Source: an optimization exercise on an open RTL-to-GDS flow (aim: small area). Production flows keep margins and buffers that such runs may drop. Where RTL was checked, it was by simulation tests only, not by an equivalence proof against the original. Power is estimated from default activity; no workload was simulated.

red:
// vehicle_safety_interlock_unit
module vehicle_safety_interlock_unit (
    input  logic        clk,
    input  logic        rst_n,
    input  logic        s_tvalid,
    output logic        s_tready,
    input  logic [55:0] s_tdata,
    input  logic [2:0]  s_tuser,
    output logic        m_tvalid,
    input  logic        m_tready,
    output logic [79:0] m_tdata,
    input  logic        cfg_valid,
    output logic        cfg_ready,
    input  logic [2:0]  cfg_addr,
    input  logic [15:0] cfg_data
);
export LEC_CHECK = 0
export CAP_MARGIN = 20
export CORE_MARGIN = 2
export CORE_UTILIZATION = 60
export PLACE_DENSITY = 0.8
export SLEW_MARGIN = 20
create_clock -name core_clock -period 7.0 [get_ports {clk}]
standard.sh (not shown) runs the stock make flow with config.mk's settings and CLKGATE_MAP_FILE= SYNTH_SCRIPT=/design/flow/synth_recipe.tcl, a recipe that flattens the netlist after the stock synthesis.
==> flow/flow/run.sh <==
#!/bin/bash
# Standard ORFS layout (standard.sh: the standard flow's synthesis and ORFS steps) with
# two changes: ports are buffered with the smallest buffer (buf_1), and CTS
# adds no dummy loads and builds the tree from small clock buffers.
set -o pipefail
export BUFFER_PORTS_ARGS="-buffer_cell sky130_fd_sc_hd__buf_1"
export CTS_ARGS="-sink_clustering_enable -repair_clock_nets -dont_use_dummy_load -buf_list {sky130_fd_sc_hd__clkbuf_4} -sink_clustering_size 10 -sink_clustering_max_diameter 40"
bash standard.sh > standard.log 2>&1
### red -> blue
--- a/flow/design.v
+++ b/flow/design.v
@@ -115,31 +115,33 @@
             end
             s[i] = a[i] ^ c;
             c    = ~a[i] & c;
             pb   = pb & ~a[i];
         end
         dec16 = s;
     endfunction
-    function automatic logic [31:0] inc32(input logic [31:0] a, input logic cin);
+    function automatic logic [31:0] sat_inc32(input logic [31:0] a, input logic en);
         logic [31:0] s;
-        logic        c, pb, pall;
-        c    = cin;
-        pb   = 1'b1;
-        pall = 1'b1;
+        logic [3:0]  all1;
+        logic        e, c;
+        for (int k = 0; k < 4; k++)
+            all1[k] = &a[8*k +: 8];
+        e = en & ~(&all1);
         for (int i = 0; i < 32; i++) begin
-            if (i % 8 == 0 && i > 0) begin
-                pall = pall & pb;
-                pb   = 1'b1;
-                c    = cin & pall;
-            end
+            case (i)
+                0:  c = e;
+                8:  c = e & all1[0];
+                16: c = e & all1[0] & all1[1];
+                24: c = e & all1[0] & all1[1] & all1[2];
+                default: ;
+            endcase
             s[i] = a[i] ^ c;
             c    = a[i] & c;
-            pb   = pb & a[i];
         end
-        inc32 = s;
+        sat_inc32 = s;
     endfunction
     logic [14:0] speed_limit_n_reg;
     logic [14:0] steering_limit_n_reg;
     logic [15:0] min_distance_n_reg;
     logic [15:0] silence_limit_n_reg;
     logic [15:0] check_period_n_reg;
     logic [15:0] rest_limit_reg;
@@ -314,16 +316,16 @@
                 lock_flag_reg <= 1'b1;
             if (alive_now)
                 check_next_reg <= 16'd1;
             else
                 check_next_reg <= check_phase_inc;
             if (hold_load)
                 hold_active_reg <= 1'b1;
-            approve_count_reg <= inc32(approve_count_reg, k_cmd && cmd_ok && !(&approve_count_reg));
-            reject_count_reg  <= inc32(reject_count_reg, k_cmd && !cmd_ok && !(&reject_count_reg));
+            approve_count_reg <= sat_inc32(approve_count_reg, k_cmd && cmd_ok);
+            reject_count_reg  <= sat_inc32(reject_count_reg, k_cmd && !cmd_ok);
         end
     end
     always_ff @(posedge clk)
     begin
         if (s_tvalid && s_tready && s_tuser == 3'd4)
         begin
             snap_ok_reg   <= s_tdata[32] & s_tdata[33];
## What came out
blue falls short of red in max-slew headroom at the worst pin.
On cell count of the worst hold path, red tracks blue almost exactly.
As far as layout clock buffer count goes, red and blue are indistinguishable; the numbers are identical.
Register bit total from synthesis: blue vs red identical
Each of the runs, namely blue and red, reached the end of the flow and came out clean.
Signed area change from the synthesized netlist to the final layout delta (blue -> red): insignificant
On count of vias placed by the detailed router, red tracks blue almost exactly.
All-layer global routing usage essentially unchanged between red and blue.
red → blue: switching power of the nets lost 2.3%; cell depth of the worst setup path grew by 2.
For red, only the layout was checked, not whether the RTL still works.

-- afterwards: timing with drivers on the ports --
Ports are ideal in the flow. The routed layouts listed here were re-timed in OpenROAD.
Step 1 sets driving cells, clkbuf_16 on the clock port and buf_2 on the other inputs (assumed; they add their load-dependent delay and slew).
Step 2, shift: input delay + t, output delay - t, t = (earliest + latest rising clock arrival at the registers) / 2. This alone moves slack from input paths to output paths.
Three values: ideal ports, drivers, drivers and shift; two values: the first two.
run	t (ns)	setup slack, ns	worst setup path after step 2	latest minus earliest clock arrival (ns)
red	0.693	2.368 / 2.368 / 2.317	input to register	0.079 / 0.079
blue	0.685	2.264 / 2.264 / 1.867	input to register	0.075 / 0.076
After both steps every run listed still meets setup and hold. For blue, which loses most, drivers alone change the setup slack by 0.000 ns; drivers and shift together by -0.397 ns.
